Background: an optimization exercise with open tools, aiming at small area, a short achievable clock period and few clock cycles per item. Do not read the settings as production practice.
In this exercise RTL edits were held to simulation tests only and were not proved equivalent to the original.
Power and IR drop assume default switching activity.

File: flow/design.v
package icmc_pkg;
    localparam int HistoryLenDef = 12;
    localparam int ThetaDef      = 37;
    localparam int CountWidthDef = 16;
    localparam int CfgIdxW  = 3;
    localparam int CfgDataW = 32;
    localparam int ThrW     = 32;
    localparam int SumW     = 15;
    localparam logic [1:0] EV_MEMOPS = 2'd0;
    localparam logic [1:0] EV_EVICT  = 2'd1;
    localparam logic [1:0] EV_PWROFF = 2'd2;
    localparam logic [1:0] EV_REBOOT = 2'd3;
    localparam logic [CfgIdxW-1:0] REG_INIT_THR   = 3'd0;
    localparam logic [CfgIdxW-1:0] REG_CONF_INIT  = 3'd1;
    localparam logic [CfgIdxW-1:0] REG_CLOSE_FRAC = 3'd2;
    localparam logic [CfgIdxW-1:0] REG_AIMD_EN    = 3'd3;
    localparam logic [CfgIdxW-1:0] REG_CAP_FRAC   = 3'd4;
    localparam logic [CfgIdxW-1:0] REG_CONF_MIN   = 3'd5;
    localparam logic [CfgIdxW-1:0] REG_PRED_EN    = 3'd6;
    localparam logic [CfgIdxW-1:0] REG_PRED_VOL   = 3'd7;
endpackage
module icmc_ctrl (
    input  logic       i_clk,
    input  logic       i_rst_n,
    input  logic       i_valid,
    output logic       o_ready,
    output logic       o_valid,
    input  logic       i_ready,
    input  logic [1:0] i_mode,
    input  logic       i_need_cap,   
    input  logic       i_qc_v,       
    input  logic       i_tinc_v,     
    output logic       o_acc,        
    output logic       o_cap         
);
    logic r_ovalid, r_cap, stall, is_reboot;
    assign is_reboot = (i_mode == icmc_pkg::EV_REBOOT);
    assign stall   = ((i_mode == icmc_pkg::EV_PWROFF) && !i_qc_v) || (is_reboot && !i_tinc_v);
    assign o_ready = !r_cap && (!r_ovalid || i_ready) && !stall;
    assign o_acc   = i_valid && o_ready;
    assign o_valid = r_ovalid;
    assign o_cap   = r_cap;
    always_ff @(posedge i_clk) begin
        if (!i_rst_n) begin
            r_ovalid <= 1'b0;
            r_cap    <= 1'b0;
        end else begin
            r_cap    <= o_acc && is_reboot && i_need_cap;
            r_ovalid <= (o_acc && !(is_reboot && i_need_cap)) || r_cap || (r_ovalid && !i_ready);
        end
    end
endmodule
module icmc_dp #(
    parameter int HISTORY_LEN = icmc_pkg::HistoryLenDef,
    parameter int THETA       = icmc_pkg::ThetaDef,
    parameter int COUNT_WIDTH = icmc_pkg::CountWidthDef
) (
    input  logic                          i_clk,
    input  logic                          i_rst_n,
    input  logic                          i_cfg_we,
    input  logic [icmc_pkg::CfgIdxW-1:0]  i_cfg_idx,
    input  logic [icmc_pkg::CfgDataW-1:0] i_cfg_data,
    input  logic                          i_acc,
    input  logic                          i_cap,
    input  logic [1:0]                    i_mode,
    input  logic [3:0]                    i_op_count,
    output logic                          o_need_cap,
    output logic                          o_qc_v,
    output logic                          o_tinc_v,
    output logic                          o_regular_active,
    output logic                          o_mode_changed,
    output logic                          o_gate_vetoed,
    output logic [icmc_pkg::ThrW-1:0]     o_threshold_now,
    output logic [1:0]                    o_confidence_now,
    output logic signed [icmc_pkg::SumW-1:0] o_predictor_out
);
    localparam int CW = COUNT_WIDTH;
    localparam int HL = HISTORY_LEN;
    localparam int PW = 12;                  
    localparam logic [CW-1:0] CMAX = {CW{1'b1}};
    logic [7:0] r_close_frac, r_cap_frac;
    logic [1:0] r_conf_min;
    logic       r_aimd_en, r_pred_en, r_pred_vol;
    logic [CW-1:0]        r_mem, r_prev, r_thr, r_evict;
    logic signed [CW:0]   r_adj;
    logic [1:0]           r_conf;
    logic                 r_reg, r_hval, r_gate, r_chg;
    logic signed [7:0]    r_w [HL+1];
    logic [HL-1:0]        r_hn;              
    logic [HL-1:0]        r_hs;              
    logic signed [PW-1:0] r_sum;
    logic [CW-1:0]        r_qc, r_tinc;
    logic                 r_qc_v, r_tinc_v;
    wire ev_mem  = (i_mode == icmc_pkg::EV_MEMOPS);
    wire ev_evi  = (i_mode == icmc_pkg::EV_EVICT);
    wire ev_pof  = (i_mode == icmc_pkg::EV_PWROFF);
    wire ev_rbt  = (i_mode == icmc_pkg::EV_REBOOT);
    logic [4:0]    lo_sum;
    logic [CW-1:0] mem_new;
    assign lo_sum = {1'b0, r_mem[3:0]} + {1'b0, i_op_count};
    always_comb begin
        if (!lo_sum[4])                mem_new = {r_mem[CW-1:4], lo_sum[3:0]};
        else if (&r_mem[CW-1:4])       mem_new = CMAX;
        else                           mem_new = {r_mem[CW-1:4] + (CW-4)'(1), lo_sum[3:0]};
    end
    logic signed [CW+1:0] e_gap;
    logic                 hit, veto, enter;
    assign e_gap = $signed({2'b00, r_prev}) - $signed({2'b00, r_thr}) - $signed({2'b00, r_mem});
    assign hit   = e_gap <= $signed({{(CW-2){1'b0}}, i_op_count});
    assign veto  = (r_pred_en && r_sum < 0) || (r_conf_min != 2'd0 && r_conf < r_conf_min);
    assign enter = !r_reg && r_hval && !r_gate && hit;
    logic signed [CW:0] adj_new;
    logic               close;
    logic [1:0]         conf_new;
    assign adj_new = $signed({1'b0, r_mem}) - $signed({1'b0, r_prev});
    assign close   = ($signed({1'b0, r_mem}) - $signed({1'b0, r_prev}) <= $signed({1'b0, r_qc})) &&
                     ($signed({1'b0, r_prev}) - $signed({1'b0, r_mem}) <= $signed({1'b0, r_qc}));
    assign conf_new = close ? ((r_conf != 2'd3) ? r_conf + 2'd1 : r_conf)
                            : ((r_conf != 2'd0) ? r_conf - 2'd1 : r_conf);
    logic signed [PW-1:0] mag;
    logic                 sum_small, train_c, train_f;
    assign mag     = r_sum[PW-1] ? -r_sum : r_sum;
    assign sum_small   = mag <= PW'(THETA);
    assign train_c = r_sum[PW-1] || sum_small;      
    assign train_f = !r_sum[PW-1] || sum_small;     
    logic signed [7:0] w_cl [HL+1];              
    logic signed [7:0] w_fa [HL+1];              
    for (genvar i = 0; i <= HL; i++) begin : g_w
        logic              nz, neg;
        logic signed [7:0] w_up, w_dn;
        if (i == 0) begin : g_bias
            assign nz  = 1'b1;
            assign neg = 1'b0;
        end else begin : g_hist
            assign nz  = r_hn[i-1];
            assign neg = r_hs[i-1];
        end
        assign w_up = (r_w[i] == 8'sd127)  ? r_w[i] : r_w[i] + 8'sd1;
        assign w_dn = (r_w[i] == -8'sd127) ? r_w[i] : r_w[i] - 8'sd1;
        assign w_cl[i] = (train_c && nz) ? (neg ? w_dn : w_up) : r_w[i];
        assign w_fa[i] = (train_f && nz) ? (neg ? w_up : w_dn) : r_w[i];
    end
    logic signed [CW+1:0] prev_sum;
    logic [CW-1:0]        prev_mc;
    assign prev_sum = $signed({2'b00, r_mem}) + $signed({r_adj[CW], r_adj});
    always_comb begin
        if (r_conf > 2'd1)          prev_mc = r_mem;
        else if (prev_sum[CW+1])    prev_mc = '0;
        else if (prev_sum[CW])      prev_mc = CMAX;
        else                        prev_mc = prev_sum[CW-1:0];
    end
    logic [CW-1:0] thr_half, thr_dec, thr_aimd;
    logic          aimd_go;
    assign thr_half = r_thr >> 1;
    assign thr_dec  = (thr_half == '0) ? CW'(1) : thr_half;
    assign thr_aimd = (r_evict > thr_half) ? thr_dec : r_tinc;
    assign aimd_go  = r_aimd_en && !r_gate;
    assign o_need_cap = aimd_go && (r_cap_frac != 8'd0);
    logic signed [PW-1:0] psum;
    always_comb begin
        psum = PW'(r_w[0]);
        for (int i = 0; i < HL; i++)
            if (r_hn[i]) psum = r_hs[i] ? psum - PW'(r_w[i+1]) : psum + PW'(r_w[i+1]);
    end
    logic [CW+7:0] prod;
    logic [CW-1:0] prod_q, cap_v;
    assign prod   = {8'd0, r_prev} * {{CW{1'b0}}, (i_cap ? r_cap_frac : r_close_frac)};
    assign prod_q = prod[CW+7:8];
    assign cap_v  = (prod_q == '0) ? CW'(1) : prod_q;
    logic [CW-1:0] d1, d2, d3, dq, tdiv, tstep;
    logic [CW+3:0] drem;
    logic [CW:0]   tsum;
    always_comb begin
        d1   = (r_thr >> 1) + (r_thr >> 2);
        d2   = d1 + (d1 >> 4);
        d3   = d2 + (d2 >> 8);
        dq   = d3 >> 3;
        drem = {4'd0, r_thr} - (({4'd0, dq} << 3) + ({4'd0, dq} << 1));
        tdiv = (drem > (CW+4)'(9)) ? dq + CW'(1) : dq;
        tstep = (tdiv == '0) ? CW'(1) : tdiv;
        tsum = {1'b0, r_thr} + {1'b0, tstep};
    end
    logic thr_chg, prev_chg;
    assign prev_chg = i_acc && ev_rbt;
    assign thr_chg  = (i_acc && ev_rbt && aimd_go) || i_cap ||
                      (i_cfg_we && i_cfg_idx == icmc_pkg::REG_INIT_THR);
    always_ff @(posedge i_clk) begin
        r_qc   <= prod_q;
        r_tinc <= tsum[CW] ? CMAX : tsum[CW-1:0];
        if (!i_rst_n) begin
            r_qc_v   <= 1'b0;
            r_tinc_v <= 1'b0;
        end else begin
            r_qc_v   <= !i_cap && !prev_chg &&
                        !(i_cfg_we && i_cfg_idx == icmc_pkg::REG_CLOSE_FRAC);
            r_tinc_v <= !thr_chg;
        end
    end
    assign o_qc_v   = r_qc_v;
    assign o_tinc_v = r_tinc_v;
    always_ff @(posedge i_clk) begin
        if (!i_rst_n) begin
            r_close_frac <= 8'd26;
            r_aimd_en    <= 1'b1;
            r_cap_frac   <= 8'd0;
            r_conf_min   <= 2'd0;
            r_pred_en    <= 1'b0;
            r_pred_vol   <= 1'b0;
            r_mem   <= '0;
            r_prev  <= '0;
            r_thr   <= CW'(16);
            r_evict <= '0;
            r_adj   <= '0;
            r_conf  <= 2'd2;
            r_reg   <= 1'b0;
            r_hval  <= 1'b0;
            r_gate  <= 1'b0;
            r_chg   <= 1'b0;
            r_sum   <= '0;
            r_hn    <= '0;
            r_hs    <= '0;
            for (int i = 0; i <= HL; i++) r_w[i] <= '0;
        end else begin
            if (i_cfg_we) begin
                case (i_cfg_idx)
                    icmc_pkg::REG_INIT_THR: begin
                        if (i_cfg_data == 32'd0)           r_thr <= CW'(1);
                        else if (i_cfg_data[31:CW] != '0)  r_thr <= CMAX;
                        else                               r_thr <= i_cfg_data[CW-1:0];
                    end
                    icmc_pkg::REG_CONF_INIT:  r_conf       <= i_cfg_data[1:0];
                    icmc_pkg::REG_CLOSE_FRAC: r_close_frac <= i_cfg_data[7:0];
                    icmc_pkg::REG_AIMD_EN:    r_aimd_en    <= i_cfg_data[0];
                    icmc_pkg::REG_CAP_FRAC:   r_cap_frac   <= i_cfg_data[7:0];
                    icmc_pkg::REG_CONF_MIN:   r_conf_min   <= i_cfg_data[1:0];
                    icmc_pkg::REG_PRED_EN:    r_pred_en    <= i_cfg_data[0];
                    default:                  r_pred_vol   <= i_cfg_data[0];
                endcase
            end
            if (i_cap && r_thr > cap_v) r_thr <= cap_v;
            if (i_acc) begin
                r_chg <= (ev_mem && enter && !veto) || (ev_rbt && r_reg);
                if (ev_mem) begin
                    r_mem <= mem_new;
                    if (enter) begin
                        if (veto) r_gate <= 1'b1;
                        else      r_reg  <= 1'b1;
                    end
                end
                if (ev_evi && r_reg && r_evict != CMAX) r_evict <= r_evict + CW'(1);
                if (ev_pof) begin
                    if (!r_hval) begin
                        r_adj  <= '0;
                        r_hval <= 1'b1;
                    end else begin
                        r_adj  <= adj_new;
                        r_conf <= conf_new;
                        if (r_pred_en) begin
                            for (int i = 0; i <= HL; i++) r_w[i] <= close ? w_cl[i] : w_fa[i];
                            r_hn <= {r_hn[HL-2:0], 1'b1};
                            r_hs <= {r_hs[HL-2:0], !close};
                        end
                    end
                end
                if (ev_rbt) begin
                    r_prev  <= prev_mc;
                    r_mem   <= '0;
                    r_evict <= '0;
                    r_gate  <= 1'b0;
                    r_reg   <= 1'b0;
                    if (aimd_go) r_thr <= thr_aimd;
                    if (r_pred_en) begin
                        if (r_pred_vol) begin
                            for (int i = 0; i <= HL; i++) r_w[i] <= '0;
                            r_hn  <= '0;
                            r_hs  <= '0;
                            r_sum <= '0;
                        end else begin
                            r_sum <= psum;
                        end
                    end
                end
            end
        end
    end
    assign o_regular_active = r_reg;
    assign o_mode_changed   = r_chg;
    assign o_gate_vetoed    = r_gate;
    assign o_threshold_now  = {{(icmc_pkg::ThrW-CW){1'b0}}, r_thr};
    assign o_confidence_now = r_conf;
    assign o_predictor_out  = {{(icmc_pkg::SumW-PW){r_sum[PW-1]}}, r_sum};
endmodule
module intermittent_compression_mode_controller #(
    parameter int HISTORY_LEN = icmc_pkg::HistoryLenDef,
    parameter int THETA       = icmc_pkg::ThetaDef,
    parameter int COUNT_WIDTH = 16
) (
    input  logic                          i_clk,
    input  logic                          i_rst_n,
    input  logic                          i_cfg_we,
    input  logic [icmc_pkg::CfgIdxW-1:0]  i_cfg_idx,
    input  logic [icmc_pkg::CfgDataW-1:0] i_cfg_data,
    input  logic                          i_valid,
    output logic                          o_ready,
    input  logic [1:0]                    i_mode,
    input  logic [3:0]                    i_op_count,
    output logic                          o_valid,
    input  logic                          i_ready,
    output logic                          o_regular_active,
    output logic                          o_mode_changed,
    output logic                          o_gate_vetoed,
    output logic [icmc_pkg::ThrW-1:0]     o_threshold_now,
    output logic [1:0]                    o_confidence_now,
    output logic signed [icmc_pkg::SumW-1:0] o_predictor_out
);
    logic acc, cap, need_cap, qc_v, tinc_v;
    icmc_ctrl u_ctrl (
        .i_clk, .i_rst_n, .i_valid, .o_ready, .o_valid, .i_ready, .i_mode,
        .i_need_cap(need_cap), .i_qc_v(qc_v), .i_tinc_v(tinc_v),
        .o_acc(acc), .o_cap(cap)
    );
    icmc_dp #(
        .HISTORY_LEN(HISTORY_LEN), .THETA(THETA), .COUNT_WIDTH(COUNT_WIDTH)
    ) u_dp (
        .i_clk, .i_rst_n, .i_cfg_we, .i_cfg_idx, .i_cfg_data,
        .i_acc(acc), .i_cap(cap), .i_mode, .i_op_count,
        .o_need_cap(need_cap), .o_qc_v(qc_v), .o_tinc_v(tinc_v),
        .o_regular_active, .o_mode_changed, .o_gate_vetoed,
        .o_threshold_now, .o_confidence_now, .o_predictor_out
    );
endmodule
File: flow/run.sh
#!/bin/bash
# synth_recipe.tcl (not shown) runs the flow's synth.tcl, then flattens the netlist and writes it again
# the make line also repeats each setting of config.mk as NAME=value (left out here)
make -C /OpenROAD-flow-scripts/flow DESIGN_CONFIG=/design/flow/config.mk WORK_HOME=/design/flow/orfs CLKGATE_MAP_FILE= SYNTH_SCRIPT=/design/flow/synth_recipe.tcl finish
File: flow/config.mk
export PLATFORM = sky130hd
export DESIGN_NAME = intermittent_compression_mode_controller
export DESIGN_NICKNAME = intermittent_compression_mode_controller
export VERILOG_FILES = /design/flow/design.v
export SDC_FILE = /design/flow/constraint.sdc
export NUM_CORES = 4
export LEC_CHECK = 0
export CAP_MARGIN = 20
export CORE_MARGIN = 2
export CORE_UTILIZATION = 40
export SLEW_MARGIN = 20
File: flow/constraint.sdc
create_clock -name core_clock -period 10.0 [get_ports {i_clk}]
set_input_delay 2.0000 -clock core_clock [delete_from_list [all_inputs] [get_ports {i_clk}]]
set_output_delay 2.0000 -clock core_clock [all_outputs]
set_load 0.01 [all_outputs]
==> results.sh, run 1 <==
export IMPL_status="finished with violations"
export IMPL_failed_checks="setup timing"
export IMPL_clkSinkCount=284
export IMPL_initial_core_util_pct=40.19
export IMPL_critPathRequiredTime_ps=10480
export IMPL_tightest_slew_ps=1153
export IMPL_place_ws_ps=-5375
export IMPL_powerDensity_nw_per_um2=109.0
export IMPL_drt_iter0_markers=4337
export IMPL_overflow=0
export IMPL_numCtsBuffers=41
export IMPL_htreeDepth=2
export IMPL_yosysWarningCount=5
export IMPL_synth_edf_count=0
export IMPL_core_area_um2=106800
export IMPL_wire_per_inst_um=19.46
export IMPL_grt_antenna_before_repair=12
export IMPL_numPortBuffers=83
export IMPL_ant_nets=0
export IMPL_vias=47910
export IMPL_cp_arrival_ps=15750
export IMPL_crit_path_max_fanout=5
export IMPL_grt_max_degree=133
export IMPL_period_needed_ps=15270
export IMPL_maxCapViolCount=0
export IMPL_synth_flop_cell="dfxtp_1"
export IMPL_die_w_um=331.5
export IMPL_drv_slew=0
export IMPL_routed_wirelength_um=161900
export IMPL_synth_cell_type_count=109
export IMPL_clock_skew_ps=35.69
export IMPL_rows=120
export IMPL_cts_clk_slew_worst_paths_ps=60
export IMPL_largest_reg_flops=104
export IMPL_synth_area_um2=42900
export IMPL_cts_root_buf="clkbuf_16"
export IMPL_crit_slowest_cell="or4_4"
export IMPL_cts_hold_buf=0
export IMPL_top_regs="u_dp.r_w (104), u_dp.r_adj (17)"
export IMPL_setup_viol=27
export IMPL_power_uw=6050
export IMPL_avgSynthCellArea_um2=7.056
export IMPL_worstHoldPathType="reg -> reg"
export IMPL_die_y_um=331.5
export IMPL_ir_drop_uv=449.7
export IMPL_routabilityCongestion=0.9396
export IMPL_grt_pass1_wl_um=249700
export IMPL_drive_gt1_share_pct=22.34
export IMPL_vias_per_cell=5.760
export IMPL_io_pins=100
export IMPL_fin_ws_ps=-5269
export IMPL_fin_crit_sh_pct=152.7
export IMPL_p_leak_uw=0.02371
export IMPL_die_area_um2=109900
export IMPL_final_net_count=7478
export IMPL_grtUsageTotal_pct=28.05
export IMPL_slowest_delay_ps=550
export IMPL_fmax_mhz=65.49
export IMPL_path_class="reg -> reg"
export IMPL_ys_ff_latch=284
export IMPL_start_kind="flip-flop"
export IMPL_dr_pass1_iters=6
export IMPL_relSlewSlack_pct=22.51
export IMPL_dp_hpwl_um=119400
export IMPL_area_delta_synth_final_pct=29.38
export IMPL_drc=0
export IMPL_grt_pass1_vias=44480
export IMPL_final_hold_viol_count=0
export IMPL_postSynthCellCount=6080
export IMPL_ys_seq_area_share_pct=13.25
export IMPL_end_kind="flip-flop"
export IMPL_top_register="u_dp.r_w"
export IMPL_clk_latency_ps=610
export IMPL_async_reset_ff_share_pct=0
export IMPL_crit_top_cell="buf_4"
export IMPL_cts_buffer_depth=3
export IMPL_rsz0062_at_grt="yes"
export IMPL_cts_tree="yes"
[stage by stage]
step / TNS, ps / cells / utilization (%) / area (um^2) / hold slack, ps
2_1_floorplan: -43730 / 6095 / - / 43670 / 433.5
3_3_place_gp: -74650 / 8079 / 48.17 / 51420 / 439.8
4_1_cts: -63020 / 8246 / 50.67 / 54090 / 456.3
6_report: -65500 / 8318 / 51.99 / 55500 / 455.9
5_1_grt: -83400 / 8318 / 51.99 / 55500 / 471.6
3_5_place_dp: -81680 / 8079 / 48.17 / 51420 / 447.9
[worst max-delay path, delay by kind of cell (launching register included)]
family | cells | cell delay, ps
fa+ha+maj | 7 | 2080
xor+xnor | 5 | 830
simple gates | 19 | 3910
mux | 2 | 530
flops | 1 | 370
compound gates | 13 | 2220
buf+inv | 43 | 5210
[final cells by class]
| type | count | area [um^2] |
|---|---|---|
| clock buffers | 64 | 1252 |
| well taps | 1403 | 1755 |
| clock inverters | 11 | 235.2 |
| inverters | 435 | 1643 |
| flip-flops and latches | 284 | 5707 |
| repair buffers | 1114 | 8706 |
| fillers | 10310 | 51250 |
| diodes | 8 | 20.02 |
| multi-input cells | 4999 | 36180 |
[where the power goes]
part           internal (uW)  leakage, uW  switching (uW)
sequential              1180      0.00230            33.1
clock                   1020     0.000728             623
combinational           1530       0.0207            1670
[cells in the mapped netlist, types with 65 or more instances]
library cell    n  area share [%]
dfxtp_1       284              13
nand2b_1      106             1.5
inv_1         427             3.7
o22ai_1        66            0.96
clkbuf_1      314             2.7
a21oi_1       509             5.9
nor2b_1        65            0.95
xor2_1        107             2.2
nor3_1        190             2.2
xnor2_1       265             5.4
ha_1          452              13
and2_1         75             1.1
nand3_1       148             1.7
fa_1          105             4.9
a21o_1        111             1.9
nand2_1       593             5.2
or3_1          70             1.0
a22oi_1        96             1.7
nor2_1        623             5.5
o21ai_0       449             5.2
[worst paths after layout]
kind                        start              endpoint  slack, ps  depth (start not counted)
max                u_dp.r_w[1][0]        u_dp.r_sum[11]      -5270                         89
min          u_dp.r_close_frac[0]  u_dp.r_close_frac[0]        460                          2
max reg2reg        u_dp.r_w[1][0]        u_dp.r_sum[11]      -5270                         89
min reg2reg  u_dp.r_close_frac[0]  u_dp.r_close_frac[0]        460                          2
[logic make-up after synthesis]
kind of cell	Yosys count	share of synthesized area (%)
simple gates	2142	23.73
compound gates	1789	26.63
buf+inv	813	7.353
fa+ha+maj	558	18.11
xor+xnor	378	7.922
flops	284	13.25
mux	115	3.004
other cells	1	0.008742
[per-layer routing]
layer	share of wire, %	routed length [um]	vias up	global-route usage (%)
met1	44	70990	22650	37.86
met3	7.3	11740	280	3.829
li1	-	-	23190	-
met4	3.8	6190	4	10.24
met5	0.016	26	-	0
met2	45	72920	1792	45.49
[cells in the final DEF (no fill, tap or decap), types with 53 or more instances in the layout]
cell and n:
or3_1 67, nand3_1 146, mux2i_1 56, o21ai_0 411, nor3_1 178, inv_1 411
a221oi_1 62, nand2_1 578, and2_1 69, a22oi_1 94, nand2b_1 104, fa_1 101
dfxtp_1 277, ha_1 413, o21a_1 53, o22ai_1 66, xnor2_1 234, nor2b_1 59
xor2_1 102, nand4_1 54, buf_4 1010, a21o_1 110, clkdlybuf4s50_1 82, nor2_1 608
a21oi_1 448
[timing repair]
action / CTS / global route
endpoints found under the setup margin: 43 / 43
pin swaps: 104 / 92
cloned: 1 / 0
buffers inserted: 92 / 64
resized for setup: 114 / 168
Testbench counts, summed over its fixed seeds: cycles 4,926, items 4,829.
==> run 2: changes to the inputs <==
--- a/flow/design.v
+++ b/flow/design.v
@@ -90,6 +90,6 @@
     logic [HL-1:0]        r_hs;              
     logic signed [PW-1:0] r_sum;
-    logic [CW-1:0]        r_qc, r_tinc;
-    logic                 r_qc_v, r_tinc_v;
+    logic [CW-1:0]        r_qc;
+    logic                 r_qc_v;
     wire ev_mem  = (i_mode == icmc_pkg::EV_MEMOPS);
     wire ev_evi  = (i_mode == icmc_pkg::EV_EVICT);
@@ -119,14 +119,14 @@
                             : ((r_conf != 2'd0) ? r_conf - 2'd1 : r_conf);
     logic signed [PW-1:0] mag;
-    logic                 sum_small, train_c, train_f;
-    assign mag     = r_sum[PW-1] ? -r_sum : r_sum;
-    assign sum_small   = mag <= PW'(THETA);
-    assign train_c = r_sum[PW-1] || sum_small;      
-    assign train_f = !r_sum[PW-1] || sum_small;     
-    logic signed [7:0] w_cl [HL+1];              
-    logic signed [7:0] w_fa [HL+1];              
+    logic                 sum_small, train_c, train_f, upd;
+    assign mag       = r_sum[PW-1] ? -r_sum : r_sum;
+    assign sum_small = mag <= $signed({{(PW-6){1'b0}}, 6'(THETA)});
+    assign train_c   = r_sum[PW-1] || sum_small;      
+    assign train_f   = !r_sum[PW-1] || sum_small;     
+    assign upd       = i_acc && ev_pof && r_hval && r_pred_en;
+    logic [7:0] w_flip [HL+1];
     for (genvar i = 0; i <= HL; i++) begin : g_w
-        logic              nz, neg;
-        logic signed [7:0] w_up, w_dn;
+        logic       nz, neg, up, en;
+        logic [7:0] ones, zeros;             
         if (i == 0) begin : g_bias
             assign nz  = 1'b1;
@@ -136,8 +136,14 @@
             assign neg = r_hs[i-1];
         end
-        assign w_up = (r_w[i] == 8'sd127)  ? r_w[i] : r_w[i] + 8'sd1;
-        assign w_dn = (r_w[i] == -8'sd127) ? r_w[i] : r_w[i] - 8'sd1;
-        assign w_cl[i] = (train_c && nz) ? (neg ? w_dn : w_up) : r_w[i];
-        assign w_fa[i] = (train_f && nz) ? (neg ? w_up : w_dn) : r_w[i];
+        assign ones[0]  = 1'b1;
+        assign zeros[0] = 1'b1;
+        for (genvar j = 1; j < 8; j++) begin : g_p
+            assign ones[j]  = ones[j-1] & r_w[i][j-1];
+            assign zeros[j] = zeros[j-1] & !r_w[i][j-1];
+        end
+        assign up = close ^ neg;
+        assign en = nz && (close ? train_c : train_f) &&
+                    !(up ? (ones[7] && !r_w[i][7]) : (r_w[i] == 8'sh81) );
+        assign w_flip[i] = {8{en && upd}} & (up ? ones : zeros);
     end
     logic signed [CW+1:0] prev_sum;
@@ -150,35 +156,89 @@
         else                        prev_mc = prev_sum[CW-1:0];
     end
-    logic [CW-1:0] thr_half, thr_dec, thr_aimd;
+    logic [CW-1:0] thr_half, thr_dec, thr_aimd, thr_inc;
     logic          aimd_go;
     assign thr_half = r_thr >> 1;
     assign thr_dec  = (thr_half == '0) ? CW'(1) : thr_half;
-    assign thr_aimd = (r_evict > thr_half) ? thr_dec : r_tinc;
+    assign thr_aimd = (r_evict > thr_half) ? thr_dec : thr_inc;
     assign aimd_go  = r_aimd_en && !r_gate;
     assign o_need_cap = aimd_go && (r_cap_frac != 8'd0);
-    logic signed [PW-1:0] psum;
-    always_comb begin
-        psum = PW'(r_w[0]);
-        for (int i = 0; i < HL; i++)
-            if (r_hn[i]) psum = r_hs[i] ? psum - PW'(r_w[i+1]) : psum + PW'(r_w[i+1]);
+    localparam logic [PW-1:0] K = PW'(4096 - 13 * 128);
+    logic [PW-1:0] t [HL+1];
+    for (genvar i = 0; i <= HL; i++) begin : g_t
+        logic [7:0] s;
+        if (i == 0) begin : g_b
+            assign s = r_w[0];
+        end else begin : g_h
+            assign s = r_w[i] ^ {8{r_hs[i-1]}};
+        end
+        assign t[i] = {4'd0, !s[7], s[6:0]};
     end
+    function automatic logic [2*PW-1:0] csa(input logic [PW-1:0] a, input logic [PW-1:0] b,
+                                            input logic [PW-1:0] c, input logic cin);
+        logic [PW-1:0] s, cy;
+        s  = a ^ b ^ c;
+        cy = (a & b) | (a & c) | (b & c);
+        csa = {s, cy[PW-2:0], cin};
+    endfunction
+    logic [PW-1:0] a1 [8];
+    logic [PW-1:0] a2 [6];
+    logic [PW-1:0] a3 [4];
+    logic [PW-1:0] a4 [2];
+    logic [PW-1:0] a5 [2];
+    logic [PW-1:0] a6 [2];
+    logic signed [PW-1:0] psum;
+    assign {a1[0], a1[1]} = csa(t[0], t[1], t[2], r_hs[0]);
+    assign {a1[2], a1[3]} = csa(t[3], t[4], t[5], r_hs[1]);
+    assign {a1[4], a1[5]} = csa(t[6], t[7], t[8], r_hs[2]);
+    assign {a1[6], a1[7]} = csa(t[9], t[10], t[11], r_hs[3]);
+    assign {a2[0], a2[1]} = csa(a1[0], a1[1], a1[2], r_hs[4]);
+    assign {a2[2], a2[3]} = csa(a1[3], a1[4], a1[5], r_hs[5]);
+    assign {a2[4], a2[5]} = csa(a1[6], a1[7], t[12], r_hs[6]);
+    assign {a3[0], a3[1]} = csa(a2[0], a2[1], a2[2], r_hs[7]);
+    assign {a3[2], a3[3]} = csa(a2[3], a2[4], a2[5], r_hs[8]);
+    assign {a4[0], a4[1]} = csa(a3[0], a3[1], a3[2], r_hs[9]);
+    assign {a5[0], a5[1]} = csa(a4[0], a4[1], a3[3], r_hs[10]);
+    assign {a6[0], a6[1]} = csa(a5[0], a5[1], K, r_hs[11]);
+    assign psum = a6[0] + a6[1];
     logic [CW+7:0] prod;
     logic [CW-1:0] prod_q, cap_v;
-    assign prod   = {8'd0, r_prev} * {{CW{1'b0}}, (i_cap ? r_cap_frac : r_close_frac)};
+    logic [7:0] frac;
+    assign frac   = i_cap ? r_cap_frac : r_close_frac;
+    assign prod   = r_prev * frac;
     assign prod_q = prod[CW+7:8];
     assign cap_v  = (prod_q == '0) ? CW'(1) : prod_q;
-    logic [CW-1:0] d1, d2, d3, dq, tdiv, tstep;
-    logic [CW+3:0] drem;
-    logic [CW:0]   tsum;
+    function automatic logic [7:0] div10_step(input logic [7:0] v);    
+        logic [7:0] r;
+        logic [3:0] q;
+        r = v;
+        for (int k = 3; k >= 0; k--) begin
+            if (r >= (8'd10 << k)) begin
+                r    = r - (8'd10 << k);
+                q[k] = 1'b1;
+            end else begin
+                q[k] = 1'b0;
+            end
+        end
+        div10_step = {q, r[3:0]};
+    endfunction
+    logic [12:0] r_tdiv;
+    logic [3:0]  r_trem;
+    logic [2:0]  r_tdiv_n;
+    logic [3:0]  nib;
+    logic [7:0]  dstep;
     always_comb begin
-        d1   = (r_thr >> 1) + (r_thr >> 2);
-        d2   = d1 + (d1 >> 4);
-        d3   = d2 + (d2 >> 8);
-        dq   = d3 >> 3;
-        drem = {4'd0, r_thr} - (({4'd0, dq} << 3) + ({4'd0, dq} << 1));
-        tdiv = (drem > (CW+4)'(9)) ? dq + CW'(1) : dq;
-        tstep = (tdiv == '0) ? CW'(1) : tdiv;
-        tsum = {1'b0, r_thr} + {1'b0, tstep};
+        case (r_tdiv_n[1:0])
+            2'd0:    nib = r_thr[15:12];
+            2'd1:    nib = r_thr[11:8];
+            2'd2:    nib = r_thr[7:4];
+            default: nib = r_thr[3:0];
+        endcase
     end
+    assign dstep = div10_step({r_trem, nib});
+    logic [CW-1:0] tstep;
+    logic [CW:0]   tsum;
+    assign tstep = (r_tdiv == '0) ? CW'(1) : CW'(r_tdiv);
+    assign tsum  = {1'b0, r_thr} + {1'b0, tstep};
+    assign thr_inc = tsum[CW] ? CMAX : tsum[CW-1:0];
     logic thr_chg, prev_chg;
     assign prev_chg = i_acc && ev_rbt;
@@ -186,17 +246,27 @@
                       (i_cfg_we && i_cfg_idx == icmc_pkg::REG_INIT_THR);
     always_ff @(posedge i_clk) begin
-        r_qc   <= prod_q;
-        r_tinc <= tsum[CW] ? CMAX : tsum[CW-1:0];
+        if (!i_cap) r_qc <= prod_q;
+        if (!i_rst_n || thr_chg) begin
+            r_tdiv_n <= '0;
+            r_trem   <= '0;
+        end else if (!r_tdiv_n[2]) begin
+            r_tdiv_n <= r_tdiv_n + 3'd1;
+            r_trem   <= dstep[3:0];
+            r_tdiv   <= {r_tdiv[8:0], dstep[7:4]};
+        end
         if (!i_rst_n) begin
             r_qc_v   <= 1'b0;
-            r_tinc_v <= 1'b0;
         end else begin
             r_qc_v   <= !i_cap && !prev_chg &&
                         !(i_cfg_we && i_cfg_idx == icmc_pkg::REG_CLOSE_FRAC);
-            r_tinc_v <= !thr_chg;
         end
     end
     assign o_qc_v   = r_qc_v;
-    assign o_tinc_v = r_tinc_v;
+    assign o_tinc_v = r_tdiv_n[2];
+    logic w_clr;
+    assign w_clr = !i_rst_n || (i_acc && ev_rbt && r_pred_en && r_pred_vol);
+    always_ff @(posedge i_clk) begin
+        for (int i = 0; i <= HL; i++) r_w[i] <= w_clr ? 8'sd0 : (r_w[i] ^ w_flip[i]);
+    end
     always_ff @(posedge i_clk) begin
         if (!i_rst_n) begin
@@ -220,5 +290,4 @@
             r_hn    <= '0;
             r_hs    <= '0;
-            for (int i = 0; i <= HL; i++) r_w[i] <= '0;
         end else begin
             if (i_cfg_we) begin
@@ -257,6 +326,5 @@
                         r_conf <= conf_new;
                         if (r_pred_en) begin
-                            for (int i = 0; i <= HL; i++) r_w[i] <= close ? w_cl[i] : w_fa[i];
-                            r_hn <= {r_hn[HL-2:0], 1'b1};
+                                                        r_hn <= {r_hn[HL-2:0], 1'b1};
                             r_hs <= {r_hs[HL-2:0], !close};
                         end
@@ -272,5 +340,4 @@
                     if (r_pred_en) begin
                         if (r_pred_vol) begin
-                            for (int i = 0; i <= HL; i++) r_w[i] <= '0;
                             r_hn  <= '0;
                             r_hs  <= '0;
==> results.sh, run 2 <==
export IMPL_synth_cell_type_count=109
export IMPL_whs_ps=460.0
export IMPL_cts_root_buf="clkbuf_16"
export IMPL_dr_pass1_iters=17
export IMPL_die_w_um=275.8
export IMPL_final_net_count=4119
export IMPL_fmax_mhz=107.7
export IMPL_fin_area_um2=32360
export IMPL_ys_ff_latch=287
export IMPL_powerDensity_nw_per_um2=139.8
export IMPL_synth_area_um2=29550
export IMPL_die_area_um2=76060
export IMPL_setup_viol=0
export IMPL_cp_arrival_ps=9710
export IMPL_cts_setup_buffers=0
export IMPL_end_kind="flip-flop"
export IMPL_area_delta_synth_final_pct=9.536
export IMPL_routabilityCongestion=0.9284
export IMPL_cts_buffer_depth=3
export IMPL_maxCapViolCount=0
export IMPL_initial_core_util_pct=40.43
export IMPL_grt_pass1_wl_um=140100
export IMPL_critPathRequiredTime_ps=10430
export IMPL_largest_reg_flops=104
export IMPL_drv_slew=0
export IMPL_power_uw=4524
export IMPL_synthTopCellsByCount="inv_1, nor2_1, nand2_1"
export IMPL_yosysTopAreaCellShare_pct=17.48
export IMPL_grt_pass1_vias=24720
export IMPL_postSynthCellCount=3669
export IMPL_ys_seq_area_share_pct=20.43
export IMPL_yosysTopAreaCell="dfxtp_1"
export IMPL_overflow=0
export IMPL_yosysWarningCount=11
export IMPL_htreeDepth=2
export IMPL_p_leak_uw=0.01362
export IMPL_routed_wirelength_um=88780
export IMPL_layout_common_cells="inv_1, nor2_1, nand2_1, a21oi_1, dfxtp_1"
export IMPL_final_common_cell="inv_1"
export IMPL_vias_per_cell=5.620
export IMPL_path_class="reg -> reg"
export IMPL_final_hold_viol_count=0
export IMPL_grtUsageTotal_pct=23.35
export IMPL_ir_drop_uv=154.5
export IMPL_io_pins=100
export IMPL_grt_antenna_before_repair=1
export IMPL_top_register="u_dp.r_w"
export IMPL_cts_hold_buf=0
export IMPL_start_kind="flip-flop"
export IMPL_wire_per_inst_um=19.18
export IMPL_tns_ps=0
export IMPL_relSlewSlack_pct=31.01
export IMPL_drt_iter0_markers=2134
export IMPL_clock_skew_ps=21.08
export IMPL_dp_hpwl_um=68000
export IMPL_tightest_slew_ps=1031
export IMPL_avgSynthCellArea_um2=8.053
export IMPL_cts_tree="yes"
export IMPL_synth_most_common_cell="inv_1"
export IMPL_crit_top_cell="fa_1"
export IMPL_numPortBuffers=83
export IMPL_core_area_um2=73080
export IMPL_grt_max_degree=80
export IMPL_status="no timing/DRC/antenna violations"
export IMPL_clkSinkCount=287
export IMPL_vias=26020
export IMPL_ant_nets=0
export IMPL_cts_resized=0
export IMPL_fin_crit_sh_pct=92.85
export IMPL_cts_clk_slew_worst_paths_ps=60
export IMPL_n_antenna_cell=0
export IMPL_synth_flop_cell="dfxtp_1"
export IMPL_drc=0
export IMPL_synth_edf_count=29
export IMPL_async_reset_ff_share_pct=0
export IMPL_crit_path_max_fanout=17
export IMPL_slowest_delay_ps=720
export IMPL_die_y_um=275.8
export IMPL_ys_top_cells_by_area="dfxtp_1, fa_1, ha_1"
export IMPL_rsz0062_at_grt="no"
export IMPL_drive_gt1_share_pct=5.368
export IMPL_placed_cell_area_um2=31030
export IMPL_crit_slowest_cell="dfxtp_1"
export IMPL_rows=99
export IMPL_clk_latency_ps=580
export IMPL_top_regs="u_dp.r_w (104), u_dp.r_adj (17)"
export IMPL_numCtsBuffers=38
export IMPL_period_needed_ps=9285
export IMPL_worstHoldPathType="reg -> reg"
[run 2: cell count changes after synthesis, moves of 47 or more]
cell	previous run	this run
a21oi_1	509	261
a221oi_1	62	15
a22oi_1	96	30
and2_1	75	15
clkbuf_1	314	132
fa_1	105	184
ha_1	452	249
nand2_1	593	281
nand3_1	148	100
nor2_1	623	371
nor3_1	190	84
o21ai_0	449	136
o22ai_1	66	19
xnor2_1	265	168
[run 2: critical path, delay by kind of cell, from the launching register on]
| kind | cells | cell delay (ps) |
|---|---|---|
| AO/OA/AOI/OAI | 14 | 3700 |
| XOR/XNOR | 1 | 210 |
| adder cells (fa/ha/maj) | 6 | 2300 |
| buffers and inverters | 2 | 340 |
| flip-flops | 1 | 720 |
| multiplexers | 2 | 920 |
| AND/OR/NAND/NOR | 6 | 950 |
[run 2: final timing paths]
| kind | slack (ps) | cells after the start | startpoint | end |
|---|---|---|---|---|
| setup / recovery | 710 | 31 | u_ctrl.r_cap | u_dp.r_thr[11] |
| hold reg to reg | 460 | 2 | u_dp.r_close_frac[5] | u_dp.r_close_frac[5] |
| hold / removal | 460 | 2 | u_dp.r_close_frac[5] | u_dp.r_close_frac[5] |
| setup reg to reg | 710 | 31 | u_ctrl.r_cap | u_dp.r_thr[11] |
[run 2: kinds of logic (layout without fill, tap and decap cells)]
logic type | count (synthesis) | count (layout) | share of synthesized area [%]
buffers and inverters | 609 | 595 | 8.202
xor gates and xnor gates | 238 | 238 | 7.055
AOI/OAI and AO/OA | 843 | 843 | 19.32
other | 1 | 16 | 0.01269
adders and majority gates | 433 | 433 | 23.01
DFF | 287 | 287 | 20.43
and+or+nand+nor | 1186 | 1186 | 19.38
muxes | 72 | 72 | 2.596
[run 2: metal layers]
| layer | GRT usage, % | routed length (um) | vias to the layer above |
|---|---|---|---|
| met4 | 6.720 | 2628 | 0 |
| met2 | 35.42 | 37990 | 803 |
| met1 | 33.49 | 41560 | 12450 |
| li1 | - | - | 12610 |
| met5 | 0 | 0 | - |
| met3 | 4.628 | 6603 | 155 |
[run 2: through the flow]
stage	util, %	worst slack [ps]	instances
2_1_floorplan	-	2292	3684
3_3_place_gp	42.46	1198	4558
3_5_place_dp	42.46	989.9	4558
4_1_cts	44.25	953.9	4628
5_1_grt	44.29	189.7	4629
6_report	44.29	714.8	4629
[run 2: area by class of cell]
class / instances / area (um^2)
Inverter: 407 / 1529
Clock inverter: 12 / 157.7
Tap cell: 959 / 1200
Clock buffer: 58 / 1147
Timing Repair Buffer: 118 / 1101
Sequential cell: 287 / 6036
Multi-Input combinational cell: 2788 / 21190
Fill cell: 7342 / 40720
[run 2: power breakdown]
| part | internal [uW] | switching, uW | leakage, uW | total [uW] |
|---|---|---|---|---|
| combinational | 703 | 1090 | 0.0106 | 1790 |
| sequential | 1220 | 57.5 | 0.00240 | 1270 |
| clock | 873 | 584 | 0.000644 | 1460 |
| total | 2790 | 1730 | 0.0136 | 4520 |
Testbench counts of run 2, summed over its fixed seeds: cycles 4,936, items 4,829.
==> run 3: changes to the inputs <==
--- a/flow/design.v
+++ b/flow/design.v
@@ -32,20 +32,28 @@
     input  logic       i_tinc_v,     
     output logic       o_acc,        
-    output logic       o_cap         
+    output logic       o_cap1,       
+    output logic       o_cap2,       
+    output logic       o_cap3        
 );
-    logic r_ovalid, r_cap, stall, is_reboot;
+    logic r_ovalid, r_cap1, r_cap2, r_cap3, stall, is_reboot;
     assign is_reboot = (i_mode == icmc_pkg::EV_REBOOT);
     assign stall   = ((i_mode == icmc_pkg::EV_PWROFF) && !i_qc_v) || (is_reboot && !i_tinc_v);
-    assign o_ready = !r_cap && (!r_ovalid || i_ready) && !stall;
+    assign o_ready = !r_cap1 && !r_cap2 && !r_cap3 && (!r_ovalid || i_ready) && !stall;
     assign o_acc   = i_valid && o_ready;
     assign o_valid = r_ovalid;
-    assign o_cap   = r_cap;
+    assign o_cap1  = r_cap1;
+    assign o_cap2  = r_cap2;
+    assign o_cap3  = r_cap3;
     always_ff @(posedge i_clk) begin
         if (!i_rst_n) begin
             r_ovalid <= 1'b0;
-            r_cap    <= 1'b0;
+            r_cap1   <= 1'b0;
+            r_cap2   <= 1'b0;
+            r_cap3   <= 1'b0;
         end else begin
-            r_cap    <= o_acc && is_reboot && i_need_cap;
-            r_ovalid <= (o_acc && !(is_reboot && i_need_cap)) || r_cap || (r_ovalid && !i_ready);
+            r_cap1   <= o_acc && is_reboot && i_need_cap;
+            r_cap2   <= r_cap1;
+            r_cap3   <= r_cap2;
+            r_ovalid <= (o_acc && !(is_reboot && i_need_cap)) || r_cap3 || (r_ovalid && !i_ready);
         end
     end
@@ -62,5 +70,7 @@
     input  logic [icmc_pkg::CfgDataW-1:0] i_cfg_data,
     input  logic                          i_acc,
-    input  logic                          i_cap,
+    input  logic                          i_cap1,
+    input  logic                          i_cap2,
+    input  logic                          i_cap3,
     input  logic [1:0]                    i_mode,
     input  logic [3:0]                    i_op_count,
@@ -89,4 +99,5 @@
     logic [HL-1:0]        r_hn;              
     logic [HL-1:0]        r_hs;              
+    logic [PW-1:0]        r_sa, r_sb;        
     logic signed [PW-1:0] r_sum;
     logic [CW-1:0]        r_qc;
@@ -187,5 +198,4 @@
     logic [PW-1:0] a5 [2];
     logic [PW-1:0] a6 [2];
-    logic signed [PW-1:0] psum;
     assign {a1[0], a1[1]} = csa(t[0], t[1], t[2], r_hs[0]);
     assign {a1[2], a1[3]} = csa(t[3], t[4], t[5], r_hs[1]);
@@ -200,12 +210,31 @@
     assign {a5[0], a5[1]} = csa(a4[0], a4[1], a3[3], r_hs[10]);
     assign {a6[0], a6[1]} = csa(a5[0], a5[1], K, r_hs[11]);
-    assign psum = a6[0] + a6[1];
-    logic [CW+7:0] prod;
-    logic [CW-1:0] prod_q, cap_v;
-    logic [7:0] frac;
-    assign frac   = i_cap ? r_cap_frac : r_close_frac;
-    assign prod   = r_prev * frac;
-    assign prod_q = prod[CW+7:8];
-    assign cap_v  = (prod_q == '0) ? CW'(1) : prod_q;
+    assign r_sum = r_sa + r_sb;
+    logic          m_a, m_b, r_qa, r_qb;
+    logic [7:0]    frac;
+    logic [3:0]    fn;
+    logic [19:0]   mpp [5];
+    logic [19:0]   m1 [4];
+    logic [19:0]   m2 [2];
+    logic [19:0]   m3 [2];
+    logic [19:0]   msum;
+    logic [CW-1:0] cap_v;
+    assign m_a  = r_qa || i_cap1;
+    assign m_b  = r_qb || i_cap2;
+    assign frac = (i_cap1 || i_cap2) ? r_cap_frac : r_close_frac;
+    assign fn   = m_b ? frac[7:4] : frac[3:0];
+    for (genvar k = 0; k < 4; k++) begin : g_pp
+        assign mpp[k] = {4'd0, r_prev & {CW{fn[k]}}} << k;
+    end
+    assign mpp[4] = m_b ? {4'd0, r_qc} : 20'd0;
+    function automatic logic [39:0] csa20(input logic [19:0] a, input logic [19:0] b,
+                                          input logic [19:0] c);
+        csa20 = {a ^ b ^ c, ((a & b) | (a & c) | (b & c)) << 1};
+    endfunction
+    assign {m1[0], m1[1]} = csa20(mpp[0], mpp[1], mpp[2]);
+    assign {m2[0], m2[1]} = csa20(m1[0], m1[1], mpp[3]);
+    assign {m3[0], m3[1]} = csa20(m2[0], m2[1], mpp[4]);
+    assign msum  = m3[0] + m3[1];
+    assign cap_v = (r_qc == '0) ? CW'(1) : r_qc;
     function automatic logic [7:0] div10_step(input logic [7:0] v);    
         logic [7:0] r;
@@ -241,10 +270,12 @@
     assign tsum  = {1'b0, r_thr} + {1'b0, tstep};
     assign thr_inc = tsum[CW] ? CMAX : tsum[CW-1:0];
-    logic thr_chg, prev_chg;
+    logic thr_chg, prev_chg, close_we, qc_start;
     assign prev_chg = i_acc && ev_rbt;
-    assign thr_chg  = (i_acc && ev_rbt && aimd_go) || i_cap ||
+    assign close_we = i_cfg_we && i_cfg_idx == icmc_pkg::REG_CLOSE_FRAC;
+    assign qc_start = (prev_chg && !o_need_cap) || i_cap2 || close_we;
+    assign thr_chg  = (i_acc && ev_rbt && aimd_go) || i_cap3 ||
                       (i_cfg_we && i_cfg_idx == icmc_pkg::REG_INIT_THR);
     always_ff @(posedge i_clk) begin
-        if (!i_cap) r_qc <= prod_q;
+        if (m_a || m_b) r_qc <= msum[19:4];
         if (!i_rst_n || thr_chg) begin
             r_tdiv_n <= '0;
@@ -256,8 +287,11 @@
         end
         if (!i_rst_n) begin
-            r_qc_v   <= 1'b0;
+            r_qa   <= 1'b1;
+            r_qb   <= 1'b0;
+            r_qc_v <= 1'b0;
         end else begin
-            r_qc_v   <= !i_cap && !prev_chg &&
-                        !(i_cfg_we && i_cfg_idx == icmc_pkg::REG_CLOSE_FRAC);
+            r_qa   <= qc_start;
+            r_qb   <= r_qa && !prev_chg && !close_we;
+            r_qc_v <= (r_qb || r_qc_v) && !qc_start && !prev_chg;
         end
     end
@@ -287,5 +321,6 @@
             r_gate  <= 1'b0;
             r_chg   <= 1'b0;
-            r_sum   <= '0;
+            r_sa    <= '0;
+            r_sb    <= '0;
             r_hn    <= '0;
             r_hs    <= '0;
@@ -307,5 +342,5 @@
                 endcase
             end
-            if (i_cap && r_thr > cap_v) r_thr <= cap_v;
+            if (i_cap3 && r_thr > cap_v) r_thr <= cap_v;
             if (i_acc) begin
                 r_chg <= (ev_mem && enter && !veto) || (ev_rbt && r_reg);
@@ -342,7 +377,9 @@
                             r_hn  <= '0;
                             r_hs  <= '0;
-                            r_sum <= '0;
+                            r_sa  <= '0;
+                            r_sb  <= '0;
                         end else begin
-                            r_sum <= psum;
+                            r_sa  <= a6[0];
+                            r_sb  <= a6[1];
                         end
                     end
@@ -381,9 +418,9 @@
     output logic signed [icmc_pkg::SumW-1:0] o_predictor_out
 );
-    logic acc, cap, need_cap, qc_v, tinc_v;
+    logic acc, cap1, cap2, cap3, need_cap, qc_v, tinc_v;
     icmc_ctrl u_ctrl (
         .i_clk, .i_rst_n, .i_valid, .o_ready, .o_valid, .i_ready, .i_mode,
         .i_need_cap(need_cap), .i_qc_v(qc_v), .i_tinc_v(tinc_v),
-        .o_acc(acc), .o_cap(cap)
+        .o_acc(acc), .o_cap1(cap1), .o_cap2(cap2), .o_cap3(cap3)
     );
     icmc_dp #(
@@ -391,5 +428,5 @@
     ) u_dp (
         .i_clk, .i_rst_n, .i_cfg_we, .i_cfg_idx, .i_cfg_data,
-        .i_acc(acc), .i_cap(cap), .i_mode, .i_op_count,
+        .i_acc(acc), .i_cap1(cap1), .i_cap2(cap2), .i_cap3(cap3), .i_mode, .i_op_count,
         .o_need_cap(need_cap), .o_qc_v(qc_v), .o_tinc_v(tinc_v),
         .o_regular_active, .o_mode_changed, .o_gate_vetoed,
--- a/flow/config.mk
+++ b/flow/config.mk
@@ -6,6 +6,9 @@
 export NUM_CORES = 4
 export LEC_CHECK = 0
+export ABC_AREA = 1
 export CAP_MARGIN = 20
 export CORE_MARGIN = 2
 export CORE_UTILIZATION = 40
+export SETUP_SLACK_MARGIN = 5
 export SLEW_MARGIN = 20
+export TNS_END_PERCENT = 0
==> results.sh, run 3 <==
export IMPL_status="no timing/DRC/antenna violations"
export IMPL_drive_gt1_share_pct=5.927
export IMPL_tns_ps=0
export IMPL_clock_skew_ps=30.44
export IMPL_numCtsBuffers=39
export IMPL_yosysTopAreaCell="dfxtp_1"
export IMPL_fin_crit_sh_pct=49.95
export IMPL_p_clk_share_pct=29.6
export IMPL_vias_per_cell=5.269
export IMPL_grt_pass1_wl_um=134100
export IMPL_die_area_um2=74160
export IMPL_routabilityCongestion=0.9254
export IMPL_postSynthCellCount=4060
export IMPL_initial_core_util_pct=40.36
export IMPL_synth_flop_cell="dfxtp_1"
export IMPL_period_needed_ps=4995
export IMPL_layout_common_cells="nand2_1, inv_1, nor2_1, a21oi_1, dfxtp_1"
export IMPL_avgSynthCellArea_um2=7.093
export IMPL_clk_latency_ps=580
export IMPL_drv_slew=0
export IMPL_htreeDepth=2
export IMPL_ant_nets=0
export IMPL_yosysTopAreaCellShare_pct=19.05
export IMPL_worstHoldPathType="reg -> reg"
export IMPL_vias=26710
export IMPL_dp_cells=4962
export IMPL_largest_reg_flops=104
export IMPL_fmax_mhz=200.2
export IMPL_core_area_um2=71360
export IMPL_ys_ff_latch=303
export IMPL_grt_max_degree=75
export IMPL_drt_iter0_markers=2359
export IMPL_cts_buffer_depth=3
export IMPL_top_regs="u_dp.r_w (104), u_dp.r_adj (17)"
export IMPL_p_leak_uw=0.01399
export IMPL_synth_most_common_cell="nand2_1"
export IMPL_synth_area_um2=28800
export IMPL_dp_hpwl_um=65000
export IMPL_wire_per_inst_um=17.12
export IMPL_fillers=7402
export IMPL_start_kind="primary input"
export IMPL_top_register="u_dp.r_w"
export IMPL_cts_clk_slew_worst_paths_ps=60
export IMPL_final_net_count=4509
export IMPL_yosysWarningCount=15
export IMPL_multiInputGateArea_um2=19490
export IMPL_grt_pass1_vias=24370
export IMPL_io_pins=100
export IMPL_async_reset_ff_share_pct=0
export IMPL_combPwrFrac_pct=41.8
export IMPL_ir_drop_uv=162.7
export IMPL_synth_edf_count=29
export IMPL_synth_cell_type_count=69
export IMPL_postLayoutCoreUtil_pct=44.81
export IMPL_grt_antenna_before_repair=2
export IMPL_p_int_uw=2795
export IMPL_r2r_start="u_dp.r_hs[10]"
export IMPL_numPortBuffers=83
export IMPL_tightest_slew_ps=882.9
export IMPL_routed_wirelength_um=86780
export IMPL_area_delta_synth_final_pct=11.03
export IMPL_drc=0
export IMPL_relSlewSlack_pct=41.00
export IMPL_crit_path_max_fanout=3
export IMPL_placed_cell_area_um2=30130
export IMPL_final_common_cell="nand2_1"
export IMPL_maxCapViolCount=0
export IMPL_die_y_um=272.3
export IMPL_final_hold_viol_count=0
export IMPL_rsz0062_at_grt="yes"
export IMPL_critPathRequiredTime_ps=8000
export IMPL_die_w_um=272.3
export IMPL_final_cells=5068
export IMPL_fin_area_um2=31980
export IMPL_ys_seq_area_share_pct=22.07
export IMPL_final_seq_area_um2=6364
export IMPL_powerDensity_nw_per_um2=148.6
export IMPL_ys_top_cells_by_area="dfxtp_1, nand2_1, ha_1"
export IMPL_overflow=0
export IMPL_rows=98
export IMPL_end_kind="output port"
export IMPL_cts_tree="yes"
export IMPL_grtUsageTotal_pct=22.51
export IMPL_cts_hold_buf=0
export IMPL_cts_root_buf="clkbuf_16"
export IMPL_path_class="in -> out"
export IMPL_power_uw=4751
export IMPL_pwr_share_seq_pct=28.6
export IMPL_setup_viol=0
export IMPL_p_switching_uw=1956
export IMPL_crit_start="i_mode[0]"
export IMPL_dr_pass1_iters=6
export IMPL_cp_arrival_ps=3000
export IMPL_min_from="u_ctrl.r_cap1"
export IMPL_clkSinkCount=303
export IMPL_synthTopCellsByCount="nand2_1, inv_1, nor2_1"
export IMPL_netSwitchingFraction_pct=41.17
-- run 3: changes by cell type after synthesis, sizes merged, moves of 59 or more --
cell,change
inv,+227
a21o,-71
nand3,+104
xor2,+59
xnor2,-62
o21ai,+103
mux2i,-62
nand4,+78
nand2,+548
nand2b,-61
-- run 3: per-stage QoR --
step	worst slack, ps	hold WS [ps]
6_report	5005	451.1
5_1_grt	4879	481.6
4_1_cts	4859	459.3
3_5_place_dp	3763	427.3
3_3_place_gp	3876	424.7
2_1_floorplan	5285	418.4
-- run 3: kinds of logic (layout without fill, tap and decap cells) --
group | after synthesis | count (layout) | share of synthesized area (%)
and+or+nand+nor | 1623 | 1627 | 24.69
other | 1 | 17 | 0.01302
buffers and inverters | 795 | 833 | 11.29
adders and majority gates | 376 | 376 | 20.06
xor gates and xnor gates | 235 | 235 | 7.642
DFF | 303 | 303 | 22.07
AOI/OAI and AO/OA | 727 | 727 | 14.23
-- run 3: cell type report --
type	instances	area share [%]
antenna	1	0.007826
clock buffer	59	3.666
clock inverter	12	0.2504
inverter	636	7.548
multi-input combinational	2981	60.97
sequential	303	19.90
tap	950	3.717
timing repair buffer	126	3.940
-- run 3: worst max-delay path, stage by stage --
cell and delay, ps:
clkbuf_2 130, inv_1 70, ha_2 180, inv_2 70
o21ai_2 70, a2111oi_4 250, buf_4 210
-- run 3: what timing repair did --
action	in CTS	in global routing
setup endpoints to repair	190	168
setup buffers	5	22
pin swaps	4	11
resized for setup	35	51
cloned	2	5
-- run 3: final timing paths --
path,to,slack (ps),cells past startpoint
min,u_ctrl.r_cap2,450,2
min reg2reg,u_ctrl.r_cap2,450,2
max,o_ready,5000,7
max reg2reg,u_dp.r_sa[0],5150,14
-- run 3: power groups by stage --
stage               logic, uW  registers [uW]  clock network [uW]
CTS                      1850            1360                1440
global route             2230            1360                1480
detailed placement       1810            1380                   0
floorplan                1450            1350                   0
finish                   1980            1360                1410
global placement         1810            1380                   0
-- run 3: routing by layer --
layer	vias to the layer above	wire length [um]	GRT usage (%)
met3	136	6153	3.579
met1	12490	41600	33.06
met4	0	2156	6.174
met2	821	36870	33.93
met5	-	0	0
li1	13260	-	-
Testbench counts of run 3, summed over its fixed seeds: cycles 5,099, items 4,829.
==> run 4: changes to the inputs <==
--- a/flow/config.mk
+++ b/flow/config.mk
@@ -9,5 +9,5 @@
 export CAP_MARGIN = 20
 export CORE_MARGIN = 2
-export CORE_UTILIZATION = 40
+export CORE_UTILIZATION = 55
 export SETUP_SLACK_MARGIN = 5
 export SLEW_MARGIN = 20
==> results.sh, run 4 <==
export IMPL_vias_per_cell=5.588
export IMPL_drv_slew=0
export IMPL_wire_per_inst_um=18.40
export IMPL_powerDensity_nw_per_um2=150.0
export IMPL_tightest_slew_ps=1061
export IMPL_routabilityCongestion=0.9765
export IMPL_ir_drop_uv=100.6
export IMPL_ant_nets=0
export IMPL_overflow=0
export IMPL_initial_core_util_pct=55.91
export IMPL_fmax_mhz=200.7
export IMPL_tns_ps=0
export IMPL_layout_common_cells="nand2_1, inv_1, nor2_1, a21oi_1, dfxtp_1"
export IMPL_yosysTopAreaCell="dfxtp_1"
export IMPL_multiInputGateArea_um2=19590
export IMPL_setup_viol=0
export IMPL_cts_buffer_depth=3
export IMPL_numPortBuffers=83
export IMPL_status="no timing/DRC/antenna violations"
export IMPL_dp_hpwl_um=65280
export IMPL_rsz0062_at_grt="yes"
export IMPL_die_area_um2=54210
export IMPL_largest_reg_flops=104
export IMPL_clk_latency_ps=570
export IMPL_top_regs="u_dp.r_w (104), u_dp.r_adj (17)"
export IMPL_numCtsBuffers=39
export IMPL_avgSynthCellArea_um2=7.093
export IMPL_final_net_count=4523
export IMPL_critPathRequiredTime_ps=8000
export IMPL_synth_area_um2=28800
export IMPL_drt_iter0_markers=2405
export IMPL_cp_depth=7
export IMPL_clkSinkCount=303
export IMPL_grt_antenna_before_repair=1
export IMPL_final_hold_viol_count=0
export IMPL_combPwrFrac_pct=42.1
export IMPL_vias=26870
export IMPL_fillers=4893
export IMPL_final_seq_area_um2=6372
export IMPL_p_int_uw=2804
export IMPL_fin_crit_sh_pct=49.82
export IMPL_synth_most_common_cell="nand2_1"
export IMPL_die_y_um=232.8
export IMPL_path_class="in -> out"
export IMPL_ff2ff_path_depth=22
export IMPL_end_kind="output port"
export IMPL_fin_area_um2=31830
export IMPL_crit_top_cell="buf_2"
export IMPL_ys_seq_area_share_pct=22.07
export IMPL_htreeDepth=2
export IMPL_yosysTopAreaCellShare_pct=19.05
export IMPL_synth_cell_type_count=69
export IMPL_drc=0
export IMPL_placed_cell_area_um2=29810
export IMPL_maxCapViolCount=0
export IMPL_worstHoldPathCells=2
export IMPL_cts_clk_slew_worst_paths_ps=60
export IMPL_start_kind="primary input"
export IMPL_clock_skew_ps=16.62
export IMPL_area_delta_synth_final_pct=10.53
export IMPL_ys_top_cells_by_area="dfxtp_1, nand2_1, ha_1"
export IMPL_crit_path_max_fanout=3
export IMPL_io_pins=100
export IMPL_period_needed_ps=4982
export IMPL_synth_flop_cell="dfxtp_1"
export IMPL_relSlewSlack_pct=28.90
export IMPL_die_w_um=232.8
export IMPL_worstHoldPathType="reg -> reg"
export IMPL_async_reset_ff_share_pct=0
export IMPL_core_area_um2=51510
export IMPL_slowest_delay_ps=230
export IMPL_final_common_cell="nand2_1"
export IMPL_crit_chain="buf_2 > inv_1 > ha_2 > inv_2 > o21ai_2 > a2111oi_4 > buf_2"
export IMPL_crit_slowest_cell="a2111oi_4"
export IMPL_grt_max_degree=77
export IMPL_yosysWarningCount=15
export IMPL_grt_pass1_wl_um=135200
export IMPL_synthTopCellsByCount="nand2_1, inv_1, nor2_1"
export IMPL_top_register="u_dp.r_w"
export IMPL_routed_wirelength_um=88490
export IMPL_ys_ff_latch=303
export IMPL_drive_gt1_share_pct=6.612
export IMPL_rows=83
export IMPL_whs_ps=457.5
export IMPL_grtUsageTotal_pct=31.66
export IMPL_cp_arrival_ps=2980
export IMPL_pwr_share_seq_pct=28.4
export IMPL_path_delay_family="buffers and inverters"
export IMPL_path_buf_inv=4
export IMPL_dr_pass1_iters=5
export IMPL_grt_pass1_vias=24280
export IMPL_postSynthCellCount=4060
export IMPL_p_clk_share_pct=29.5
export IMPL_cts_root_buf="clkbuf_16"
export IMPL_synth_edf_count=29
export IMPL_p_leak_uw=0.01410
export IMPL_p_switching_uw=1970
export IMPL_cts_tree="yes"
export IMPL_n_antenna_cell=0
export IMPL_netSwitchingFraction_pct=41.26
## run 4: per-layer routing
metal | GRT usage, % | vias up | routed length, um
met2 | 46.13 | 997 | 36760
li1 | - | 13270 | -
met1 | 46.56 | 12460 | 40980
met4 | 9.295 | 0 | 2542
met5 | 0 | - | 0
met3 | 6.900 | 142 | 8198
## run 4: final timing paths
path	start	to	slack, ps
worst max register to register	u_ctrl.r_cap2	u_dp.r_qc[13]	5170
worst min-delay path	u_ctrl.r_cap1	u_ctrl.r_cap2	460
worst min register to register	u_ctrl.r_cap1	u_ctrl.r_cap2	460
worst max-delay path	i_mode[0]	o_ready	5020
## run 4: worst register-to-register path: cells and delay by family, from the launching register on
kind / cells / cell delay, ps
adders and majority gates: 4 / 1650
AOI/OAI and AO/OA: 6 / 1360
and+or+nand+nor: 8 / 830
buffers and inverters: 4 / 390
DFF: 1 / 360
## run 4: power by group through the flow
stage	Clock [uW]	Combinational, uW	Sequential (uW)
6_report	1410	2010	1360
5_1_grt	1470	2250	1360
4_1_cts	1420	1860	1350
3_5_place_dp	0	1810	1380
3_3_place_gp	0	1810	1380
2_1_floorplan	0	1450	1350
## run 4: area by class of cell
class                           instances  area share (%)
Clock inverter                         13          0.3184
Tap cell                              680           2.673
Timing Repair Buffer                  138           4.312
Inverter                              636           7.594
Clock buffer                           56           3.534
Multi-Input combinational cell       2983           61.55
Sequential cell                       303           20.02
## run 4: cell families after synthesis
group,synth area share [%]
flip-flops,22.07
buffers and inverters,11.29
XOR/XNOR,7.642
adder cells (fa/ha/maj),20.06
AND/OR/NAND/NOR,24.69
other,0.01302
AO/OA/AOI/OAI,14.23
## run 4: repair_timing
action,in CTS,in global routing
hold buffers,0,0
pin swaps,6,16
setup buffers,3,33
resized for setup,40,73
gates cloned,4,5
endpoints found under the hold margin,0,0
endpoints found under the setup margin,185,167
## run 4: stage by stage
stage                     worst slack (ps)  util, %  power (uW)  std cells
after global placement                3564    57.88        3188       4694
after global routing                  4909    61.80        5082       4809
after detailed placement              3447    57.88        3190       4694
after CTS                             4832    60.61        4634       4770
final                                 5018    61.80        4774       4809
after floorplan                       5285        -        2795       4075
==> run 5: changes to the inputs <==
--- a/flow/config.mk
+++ b/flow/config.mk
@@ -9,6 +9,5 @@
 export CAP_MARGIN = 20
 export CORE_MARGIN = 2
-export CORE_UTILIZATION = 55
+export CORE_UTILIZATION = 40
 export SETUP_SLACK_MARGIN = 5
 export SLEW_MARGIN = 20
-export TNS_END_PERCENT = 0
==> results.sh, run 5 <==
export IMPL_rows=98
export IMPL_status="no timing/DRC/antenna violations"
export IMPL_synth_edf_count=29
export IMPL_dp_cells=4962
export IMPL_drive_gt1_share_pct=6.755
export IMPL_grt_pass1_wl_um=134300
export IMPL_end_kind="output port"
export IMPL_drc=0
export IMPL_ys_ff_latch=303
export IMPL_power_uw=4796
export IMPL_io_pins=100
export IMPL_crit_path_max_fanout=3
export IMPL_fin_crit_sh_pct=49.38
export IMPL_ir_drop_uv=162.6
export IMPL_final_hold_viol_count=0
export IMPL_vias_per_cell=5.266
export IMPL_setup_viol=0
export IMPL_overflow=0
export IMPL_largest_reg_flops=104
export IMPL_powerDensity_nw_per_um2=148.6
export IMPL_grtUsageTotal_pct=22.55
export IMPL_slowest_delay_ps=230
export IMPL_postSynthCellCount=4060
export IMPL_worstHoldPathCells=2
export IMPL_synth_cell_type_count=69
export IMPL_crit_top_cell="inv_2"
export IMPL_ant_nets=0
export IMPL_numCtsBuffers=39
export IMPL_start_kind="primary input"
export IMPL_ff2ff_path_depth=24
export IMPL_cts_tree="yes"
export IMPL_yosysTopAreaCellShare_pct=19.05
export IMPL_dr_pass1_iters=6
export IMPL_die_w_um=272.3
export IMPL_final_common_cell="nand2_1"
export IMPL_min_from="u_ctrl.r_cap1"
export IMPL_grt_antenna_before_repair=2
export IMPL_area_delta_synth_final_pct=12.09
export IMPL_synthTopCellsByCount="nand2_1, inv_1, nor2_1"
export IMPL_path_buf_inv=4
export IMPL_htreeDepth=2
export IMPL_p_leak_uw=0.01416
export IMPL_numPortBuffers=83
export IMPL_async_reset_ff_share_pct=0
export IMPL_tightest_slew_ps=881.8
export IMPL_rsz0062_at_grt="yes"
export IMPL_relSlewSlack_pct=41.07
export IMPL_tns_ps=0
export IMPL_path_class="in -> out"
export IMPL_top_regs="u_dp.r_w (104), u_dp.r_adj (17)"
export IMPL_crit_chain="buf_2 > inv_2 > ha_4 > inv_2 > o21ai_2 > a2111oi_4 > buf_4"
export IMPL_r2r_start="u_dp.r_prev[5]"
export IMPL_layout_common_cells="nand2_1, inv_1, nor2_1, a21oi_1, dfxtp_1"
export IMPL_cts_buffer_depth=3
export IMPL_cts_clk_slew_worst_paths_ps=60
export IMPL_crit_slowest_cell="a2111oi_4"
export IMPL_top_register="u_dp.r_w"
export IMPL_worstHoldPathType="reg -> reg"
export IMPL_grt_max_degree=75
export IMPL_fin_area_um2=32280
export IMPL_cp_arrival_ps=2940
export IMPL_timing_rr_end="u_dp.r_w[0][7]"
export IMPL_initial_core_util_pct=40.36
export IMPL_final_net_count=4522
export IMPL_clock_skew_ps=30.56
export IMPL_yosysWarningCount=15
export IMPL_vias=26750
export IMPL_path_delay_family="buffers and inverters"
export IMPL_cts_hold_buf=0
export IMPL_routabilityCongestion=0.9254
export IMPL_clkSinkCount=303
-- run 5: cell counts after synthesis --
No cell type changed its count.
-- run 5: what timing repair did --
action | 4_1_cts | 5_1_grt
cloned | 2 | 9
pin swaps | 7 | 16
setup buffers | 10 | 26
gates resized for setup | 49 | 80
setup endpoints to repair | 190 | 151
-- run 5: layout make-up --
class | instances | area [um^2]
Clock buffer | 59 | 1172
Inverter | 636 | 2432
Tap cell | 950 | 1189
Clock inverter | 12 | 80.08
Fill cell | 7368 | 39080
Sequential cell | 303 | 6365
Timing Repair Buffer | 136 | 1366
Multi-Input combinational cell | 2984 | 19680
-- run 5: worst max-delay path by stage --
stage                           to  cells past startpoint
2_1_floorplan              o_ready                      5
3_5_place_dp        u_dp.r_tdiv[9]                     14
4_1_cts             u_dp.r_w[5][2]                     27
3_3_place_gp        u_dp.r_w[9][3]                     18
6_report                   o_ready                      7
5_1_grt        o_predictor_out[10]                     11
-- run 5: stage by stage --
step	setup WS, ps	utilization [%]
after detailed placement	3763	42.23
after global routing	4934	45.23
after floorplan	5285	-
final	5062	45.23
after CTS	4996	44.27
after global placement	3876	42.23
-- run 5: worst reg2reg max path: stages, from the launching register on --
cell and delay (ps):
dfxtp_1 430, inv_1 170, ha_2 380, a21oi_1 280, o211ai_1 240, buf_4 200, a221oi_1 360, xor2_1 170
inv_1 110, ha_1 310, nand2_1 70, nor2_1 110, nand3_1 80, o21ai_1 160, or2_4 180, nand2_8 110
clkinv_8 160, nand2_1 70, nand2_1 150, clkinv_4 170, buf_4 190, nand2_4 250, nand3_1 160, o21ai_1 140
nor2_1 60
-- run 5: cells by family after synthesis --
kind of cell / count (synthesis) / share of synthesized area, %
adders and majority gates: 376 / 20.06
xor gates and xnor gates: 235 / 7.642
AOI/OAI and AO/OA: 727 / 14.23
other: 1 / 0.01302
buffers and inverters: 795 / 11.29
and+or+nand+nor: 1623 / 24.69
DFF: 303 / 22.07
-- run 5: routing by layer --
metal,track usage [%],wire length (um),share of wire [%]
met1,33.16,42360,48
met2,34.04,37390,43
met3,3.535,5907,6.7
met4,6.087,2103,2.4
met5,0,0,0
-- run 5: power breakdown --
part           switching (uW)  internal (uW)
sequential               70.4           1290
clock                     599            811
combinational            1310            715

Check on run 5: ideal ports give 5.062 ns setup slack; a clkbuf_16 on the clock port and buf_2 on the inputs give 4.979 ns; moving port delays by the midpoint clock arrival (0.625 ns) as well gives 4.592 ns.
